Context: an optimization exercise on an open-source flow, tuned for a short achievable clock period and few clock cycles. The choices shown serve that exercise and are no tape-out recipe.
Only simulation tests tie the RTL to the original design; equivalence was not proved.
Power figures rest on the tool's default switching activity, not on a simulated workload.

==> flow/design.v <==
package isa_pkg;
    typedef logic [31:0] word_t;
    typedef logic [4:0]  reg_idx_t;
    localparam int NUM_REGS = 32;
    localparam logic [5:0] OP_RTYPE = 6'b000000;
    localparam logic [5:0] OP_LW    = 6'b100011;
    localparam logic [5:0] OP_SW    = 6'b101011;
    localparam logic [5:0] OP_BEQ   = 6'b000100;
    localparam logic [5:0] OP_ADDI  = 6'b001000;
    localparam logic [5:0] FN_ADD = 6'b100000;
    localparam logic [5:0] FN_SUB = 6'b100010;
    localparam logic [5:0] FN_AND = 6'b100100;
    localparam logic [5:0] FN_OR  = 6'b100101;
    localparam int OP_MSB  = 31;
    localparam int OP_LSB  = 26;
    localparam int RS_MSB  = 25;
    localparam int RS_LSB  = 21;
    localparam int RT_MSB  = 20;
    localparam int RT_LSB  = 16;
    localparam int RD_MSB  = 15;
    localparam int RD_LSB  = 11;
    localparam int IMM_MSB = 15;
    localparam int IMM_LSB = 0;
    localparam int FN_MSB  = 5;
    localparam int FN_LSB  = 0;
endpackage
`timescale 1ns/1ps
module mips_pipeline_top #(
    parameter int DMEM_WORDS = 64
) (
    input  logic        clk,
    input  logic        rst_n,
    output logic [31:0] imem_addr,
    input  logic [31:0] imem_data,
    output logic        wb_we,
    output logic [4:0]  wb_addr,
    output logic [31:0] wb_data
);
    localparam int BTB_N = 16;
    logic [29:0] pc;
    logic        d_v;
    logic [31:0] d_ins;
    logic [29:0] d_pc;
    logic [29:0] d_pc1;
    logic        d_pt;
    logic        e_v;
    logic        e_we;
    logic [4:0]  e_dest;
    logic [1:0]  e_op;       
    logic        e_lw;
    logic        e_sw;
    logic        e_br;       
    logic        e_pt;
    logic        e_fa;
    logic        e_fb;       
    logic        e_ft;       
    logic [31:0] e_a;
    logic [31:0] e_b;
    logic [31:0] e_rt;
    logic [7:0]  e_imm;
    logic [29:0] e_pc;
    logic [29:0] e_pc1;
    logic [29:0] e_tgt;
    logic        w_we;
    logic [4:0]  w_addr;
    logic [31:0] w_data;
    logic [31:0] regs [1:31];
    logic [31:0] dmem [DMEM_WORDS];
    logic [BTB_N-1:0] bt_v;
    logic [25:0] bt_tag [BTB_N];
    logic [29:0] bt_tgt [BTB_N];
    logic        u_v;
    logic        u_set;
    logic [3:0]  u_idx;
    logic [25:0] u_tag;
    logic [29:0] u_tgt;
    logic [29:0] pc1;
    logic        bt_hit;
    logic [29:0] pred_pc;
    logic        ex_redir;
    logic [29:0] ex_tgt;
    logic        id_redir;
    logic [29:0] id_tgt;
    logic [29:0] next_pc;
    assign imem_addr = {pc, 2'b00};
    assign pc1       = pc + 30'd1;
    assign bt_hit    = bt_v[pc[3:0]] && (bt_tag[pc[3:0]] == pc[29:4]);
    assign pred_pc   = bt_hit ? bt_tgt[pc[3:0]] : pc1;
    assign next_pc   = ex_redir ? ex_tgt : (id_redir ? id_tgt : pred_pc);
    always_ff @(posedge clk or negedge rst_n) begin
        if (!rst_n) begin
            pc    <= '0;
            d_v   <= 1'b0;
            d_ins <= '0;
            d_pc  <= '0;
            d_pc1 <= '0;
            d_pt  <= 1'b0;
        end else begin
            pc    <= next_pc;
            d_v   <= !(ex_redir || id_redir);
            d_ins <= imem_data;
            d_pc  <= pc;
            d_pc1 <= pc1;
            d_pt  <= bt_hit;
        end
    end
    logic [5:0]  op;
    logic [5:0]  fn;
    logic [4:0]  rs;
    logic [4:0]  rt;
    logic [4:0]  rd;
    logic [15:0] imm16;
    logic [31:0] simm;
    logic        is_r;
    logic        is_addi;
    logic        is_lw;
    logic        is_sw;
    logic        is_beq;
    logic        imm_nz;
    logic [4:0]  dest;
    logic        we;
    logic [1:0]  aop;
    logic [31:0] rs_val;
    logic [31:0] rt_val;
    logic        fa;
    logic        fb;
    assign op    = d_ins[31:26];
    assign fn    = d_ins[5:0];
    assign rs    = d_ins[25:21];
    assign rt    = d_ins[20:16];
    assign rd    = d_ins[15:11];
    assign imm16 = d_ins[15:0];
    assign simm  = {{16{imm16[15]}}, imm16};
    assign is_r    = (op == 6'b000000) && (fn == 6'b100000 || fn == 6'b100010 ||
                                           fn == 6'b100100 || fn == 6'b100101);
    assign is_addi = (op == 6'b001000);
    assign is_lw   = (op == 6'b100011);
    assign is_sw   = (op == 6'b101011);
    assign is_beq  = (op == 6'b000100);
    assign imm_nz  = (imm16 != 16'd0);
    assign dest = is_r ? rd : rt;
    assign we   = (is_r || is_addi || is_lw) && (dest != 5'd0);
    assign aop  = is_r ? {~fn[2], fn[2] ? fn[0] : fn[1]} : 2'b10;
    assign rs_val = (rs == 5'd0) ? 32'd0 :
                    (w_we && w_addr == rs) ? w_data : regs[rs];
    assign rt_val = (rt == 5'd0) ? 32'd0 :
                    (w_we && w_addr == rt) ? w_data : regs[rt];
    assign fa = e_v && e_we && (e_dest == rs);
    assign fb = e_v && e_we && (e_dest == rt);
    assign id_tgt   = d_pc1 + {{14{imm16[15]}}, imm16};
    assign id_redir = d_v && is_beq && (rs == rt) && imm_nz && !d_pt;
    always_ff @(posedge clk or negedge rst_n) begin
        if (!rst_n) begin
            e_v    <= 1'b0;
            e_we   <= 1'b0;
            e_dest <= '0;
            e_op   <= '0;
            e_lw   <= 1'b0;
            e_sw   <= 1'b0;
            e_br   <= 1'b0;
            e_pt   <= 1'b0;
            e_fa   <= 1'b0;
            e_fb   <= 1'b0;
            e_ft   <= 1'b0;
            e_a    <= '0;
            e_b    <= '0;
            e_rt   <= '0;
            e_imm  <= '0;
            e_pc   <= '0;
            e_pc1  <= '0;
            e_tgt  <= '0;
        end else begin
            e_v    <= d_v && !ex_redir;
            e_we   <= we;
            e_dest <= dest;
            e_op   <= aop;
            e_lw   <= is_lw;
            e_sw   <= is_sw;
            e_br   <= is_beq && (rs != rt) && imm_nz;
            e_pt   <= d_pt;
            e_fa   <= fa;
            e_fb   <= fb && is_r;
            e_ft   <= fb;
            e_a    <= rs_val;
            e_b    <= is_r ? rt_val : simm;
            e_rt   <= rt_val;
            e_imm  <= imm16[7:0];
            e_pc   <= d_pc;
            e_pc1  <= d_pc1;
            e_tgt  <= id_tgt;
        end
    end
    logic [31:0] a;
    logic [31:0] b;
    logic [31:0] rtf;
    logic [31:0] alu;
    logic [7:0]  maddr;
    logic [5:0]  midx;
    logic [31:0] ld;
    logic        eq;
    assign a   = e_fa ? w_data : e_a;
    assign b   = e_fb ? w_data : e_b;
    assign rtf = e_ft ? w_data : e_rt;
    always_comb begin
        case (e_op)
            2'b00:   alu = a & b;
            2'b01:   alu = a | b;
            2'b10:   alu = a + b;
            default: alu = a - b;
        endcase
    end
    assign maddr = a[7:0] + e_imm;
    assign midx  = maddr[7:2];
    assign ld    = dmem[midx];
    assign eq       = (a == rtf);
    assign ex_redir = e_v && e_br && (eq != e_pt);
    assign ex_tgt   = eq ? e_tgt : e_pc1;
    always_ff @(posedge clk or negedge rst_n) begin
        if (!rst_n) begin
            w_we   <= 1'b0;
            w_addr <= '0;
            w_data <= '0;
        end else begin
            w_we   <= e_v && e_we;
            w_addr <= e_dest;
            w_data <= e_lw ? ld : alu;
        end
    end
    always_ff @(posedge clk or negedge rst_n) begin
        if (!rst_n) begin
            for (int i = 0; i < DMEM_WORDS; i++) dmem[i] <= '0;
        end else if (e_v && e_sw) begin
            dmem[midx] <= rtf;
        end
    end
    always_ff @(posedge clk or negedge rst_n) begin
        if (!rst_n) begin
            for (int i = 1; i < 32; i++) regs[i] <= '0;
        end else if (w_we) begin
            regs[w_addr] <= w_data;
        end
    end
    assign wb_we   = w_we;
    assign wb_addr = w_addr;
    assign wb_data = w_data;
    always_ff @(posedge clk or negedge rst_n) begin
        if (!rst_n) begin
            u_v   <= 1'b0;
            u_set <= 1'b0;
            u_idx <= '0;
            u_tag <= '0;
            u_tgt <= '0;
        end else begin
            u_v   <= ex_redir || id_redir;
            u_set <= ex_redir ? eq : 1'b1;
            u_idx <= ex_redir ? e_pc[3:0]   : d_pc[3:0];
            u_tag <= ex_redir ? e_pc[29:4]  : d_pc[29:4];
            u_tgt <= ex_redir ? e_tgt       : id_tgt;
        end
    end
    always_ff @(posedge clk or negedge rst_n) begin
        if (!rst_n) begin
            bt_v <= '0;
            for (int i = 0; i < BTB_N; i++) begin
                bt_tag[i] <= '0;
                bt_tgt[i] <= '0;
            end
        end else if (u_v) begin
            bt_v[u_idx]   <= u_set;
            bt_tag[u_idx] <= u_tag;
            bt_tgt[u_idx] <= u_tgt;
        end
    end
endmodule
==> flow/run.sh <==
#!/bin/bash
# synth_recipe.tcl (not shown) runs the flow's synth.tcl, then flattens the netlist and writes it again
# the make line also repeats each setting of config.mk as NAME=value (left out here)
make -C /OpenROAD-flow-scripts/flow DESIGN_CONFIG=/design/flow/config.mk WORK_HOME=/design/flow/orfs CLKGATE_MAP_FILE= SYNTH_SCRIPT=/design/flow/synth_recipe.tcl finish
==> flow/config.mk <==
export PLATFORM = sky130hd
export DESIGN_NAME = mips_pipeline_top
export DESIGN_NICKNAME = mips_pipeline_top
export VERILOG_FILES = /design/flow/design.v
export SDC_FILE = /design/flow/constraint.sdc
export NUM_CORES = 4
export LEC_CHECK = 0
export CAP_MARGIN = 20
export CELL_PAD_IN_SITES_DETAIL_PLACEMENT = 1
export CELL_PAD_IN_SITES_GLOBAL_PLACEMENT = 2
export CORE_MARGIN = 2
export CORE_UTILIZATION = 30
export SLEW_MARGIN = 20
==> flow/constraint.sdc <==
create_clock -name core_clock -period 7.0 [get_ports {clk}]
set_input_delay 1.4000 -clock core_clock [delete_from_list [all_inputs] [get_ports {clk}]]
set_output_delay 1.4000 -clock core_clock [all_outputs]
set_load 0.01 [all_outputs]
==> run summary <==
[cells by family (layout without fill, tap and decap cells)]
group	count (synthesis)	after routing	synth area share
AO/OA/AOI/OAI	5200	5200	0.175
flip-flops	4386	4386	0.564
AND/OR/NAND/NOR	4111	4111	0.0913
multiplexers	2096	2096	0.121
buffers and inverters	1725	1953	0.0342
XOR/XNOR	200	200	0.00908
adder cells (fa/ha/maj)	94	94	0.00599
other	1	30	0.0000193
[cell usage after synthesis (34+ instances only)]
cell / n
buf_1: 121
inv_1: 66
nand2_1: 665
mux2i_1: 146
xnor2_1: 131
nor3_1: 117
o22ai_1: 64
mux2_2: 1941
nand3_1: 243
a22oi_1: 1280
a21oi_1: 2338
a221oi_1: 320
a22o_1: 241
nand2b_1: 34
nor2_1: 2457
ha_1: 82
a31oi_1: 60
dfrtp_1: 4386
nor4_1: 106
and3_1: 41
a222oi_1: 277
nand4_1: 255
buf_2: 103
clkbuf_1: 1422
a21o_1: 50
xor2_1: 67
o21ai_0: 272
[metal layers]
metal | track usage | routed length [µm] | vias to the layer above
li1 | - | - | 64800
met1 | 0.402 | 429000 | 85100
met2 | 0.463 | 450000 | 7031
met3 | 0.0601 | 75600 | 2055
met4 | 0.146 | 58500 | 28
met5 | 0 | 235 | -
[what timing repair did]
item	in CTS	in global routing
setup endpoints to repair	1	3
endpoints found under the hold margin	0	0
gates resized for setup	0	3
buffers inserted	3	0
pin swaps	1	0
[worst reg2reg max path: stages (launching register included)]
cell	delay, ps
dfrtp_2	620
buf_4	490
mux2i_4	580
or3_1	390
nand3_1	790
and4_2	660
a222oi_1	330
a21boi_0	810
o21ai_0	280
or4_1	590
nor4_1	990
a311o_1	400
o21ai_0	110
[cell type report]
cell class                 instances  area [µm²]
sequential                      4386      110000
clock inverter                   132        1690
fill                           69900      418000
multi-input combinational      11700       80900
timing repair buffer             943        8490
inverter                          68         255
antenna                           28        70.1
clock buffer                     810       15800
tap                             8613       10800
[power by group through the flow]
stage | Clock, mW | Combinational [mW] | Sequential [mW]
after global routing | 29.7 | 6.82 | 27.2
after CTS | 28.7 | 6.48 | 27.1
after global placement | 0 | 6.43 | 27.6
after detailed placement | 0 | 6.46 | 27.6
after floorplan | 0 | 3.01 | 26.9
final | 28.3 | 6.57 | 27.2
[cells in the final DEF, fill, tap and decap left out, types with 80 or more instances in the layout]
master	instances
nor2_4	151
a22o_1	241
buf_12	80
a22oi_1	1280
nand3_1	233
clkbuf_8	131
dfrtp_1	4371
nor2_1	2307
mux2i_1	114
clkdlybuf4s50_1	100
nor3_1	103
clkbuf_1	139
nand2_1	646
o21ai_0	270
mux2_2	1941
a222oi_1	277
a221oi_1	319
nand4_1	255
a21oi_1	2333
clkbuf_16	540
buf_4	748
xnor2_1	129
[per-stage QoR]
step | setup TNS [ps] | hold slack [ps] | setup WS [ps]
6_report | -242 | 218 | -184
5_1_grt | 0 | 212 | 8.54
4_1_cts | 0 | 202 | 49.6
3_5_place_dp | -90.0 | 359 | -90.0
3_3_place_gp | -1020 | 355 | -479
2_1_floorplan | 0 | 354 | 1070
[sequential cells by signal, summed over array words and instances, names as in the netlist, 32 cells and up]
name / count
bt_tag: 416
bt_tgt: 480
d_ins: 32
dmem: 2048
e_a: 32
e_b: 32
e_rt: 32
regs: 992
w_data: 32
[path summary, 6_finish.rpt]
kind	to	cells past startpoint	from	slack, ps
hold / removal	dmem[49][21]	1	rst_n	220
max in group asynchronous	bt_tgt[10][23]	3	rst_n	4640
hold reg to reg	e_pc[29]	0	d_pc[29]	370
min in group core_clock	e_pc[29]	0	d_pc[29]	370
setup reg to reg	w_data[22]	12	e_fa	-180
setup / recovery	w_data[22]	12	e_fa	-180
==> run summary <==
drt first-iter violations 18.9k; MaxCap Viol Count 0; clock latency on the worst-skew pair 1110 ps; die area 0.655 mm²; HPWL after DPL 639000 µm; leading area contributor after synthesis dfrtp_1; hold bufs inserted after CTS 0; Combinational Power Share 0.106; Worst Path Required 7950 ps; Crit path max-delay family simple AND/OR/NAND/NOR gates; Final Cell Area 0.228 mm²; clock power share 0.457; # rows 295; CTS root buffer clkbuf_16; die width 810 µm; Primary FF master, synth dfrtp_1; H-tree depth 6; Failed Checks negative setup slack; worst stage delay on the critical path 990 ps; Final min period 7180 ps; Netlist cell types 101; endpoints failing setup 3; status finished with violations; Post-route DRC 0; initial antenna violation count 83; CTS tree yes; CP bufs+invs 1; Total GRT Usage 0.300; Yosys Warn Count 5; EDFF count, synth 0; clock sinks 4386; drt pass-1 iters 7; Tot Pwr 62.1 mW; post-layout instance count excluding filler cells 26.7k; Layout area overhead 17.0%; fraction of layout cells with a size suffix above 1 0.222; Net Sw Power 18.1 mW; Synth Instances 17.8k; Cell Pwr Density 273 mW/mm²; maximum root-to-sink buffer count 4; leading cell types by total area after synthesis dfrtp_1 56%, mux2_2 11%, a21oi_1 6.0%, a22oi_1 4.9%, nor2_1 4.7%; Final GP Congestion 0.915; worst hold path class primary input to async pin; worst-margin pin slew 1300 ps; ANT nets after route 0; final hold viol count 0; setup ws final -184 ps; Setup CP Type flop to flop; crit path max-delay cell type nor4_1; Final Max Slew Viols 0; most frequent CP cell o21ai_0; area share of the largest cell type after synthesis 0.564; Syn Area/Cell 10.9 µm²; crit end category flop; vias in the first global route 159k; pin count of the biggest net entering global routing 169; final core utilization 0.353; I/O Buffers 101; Critical Path AT 8130 ps; critical path launch point type flop; num ports 104; total wire length 1010000 µm; Final Cycle Share 1.03; Inst Count DP 25.7k; P_leak 104 nW; DP Area 0.210 mm²; Worst Path Max Fanout 30; IR drop worst, VDD 0.264 mV; routed len/inst 38.0 µm; DR vias/cell 5.96; Achievable Freq 139 MHz; Max Clock Skew 60.2 ps; core area 0.646 mm²; sequential share of power 0.438; Seq/Total Area, Yosys 0.564; DR vias 159k; first-pass GRT wire length 1390000 µm; unrepaired setup endpoints after global routing false; CTS buffer count 529; Pint 44.0 mW; Initial Util 0.301; #FFs+latches synth 4386; Post-Syn Area 0.195 mm²; critical-path cell list buf_4, mux2i_4, or3_1, nand3_1, and4_2, a222oi_1, a21boi_0, o21ai_0, or4_1, nor4_1, a311o_1, o21ai_0; Final #Nets 17.7k; GRT overflow 0; Switching Share 0.291; clk slew on worst S/H paths 60 ps; Slew Limit Headroom 0.129; Async SR Flop Fraction 1.00; Die Height 810 µm
Testbench counts, summed over its fixed seeds: cycles 37,382.

afterwards: timing with drivers on the ports:
How much do the figures lean on ideal ports? The routed layout below was timed once more, with nothing changed but the port constraints. Step 1 (the two cells are an assumption about what drives the block):
set clk [get_ports {clk}]
set_driving_cell -lib_cell sky130_fd_sc_hd__clkbuf_16 $clk
set_driving_cell -lib_cell sky130_fd_sc_hd__buf_2 [delete_from_list [all_inputs] $clk]
Step 2 times the ports against the registers' clock, not the clock port: input delays grow and output delays shrink by t, the midpoint of the rising clock arrivals with the driver on. Slacks: no drivers / after step 1 / after step 2; pairs: no drivers / after step 1.
t, ns: 1.207
setup slack, ns: -0.184 / -0.184 / -0.184
worst data-port slew with drivers (ns): 0.09
The setup slack of this run moves by 0.000 ns with the drivers and by 0.000 ns with both steps.
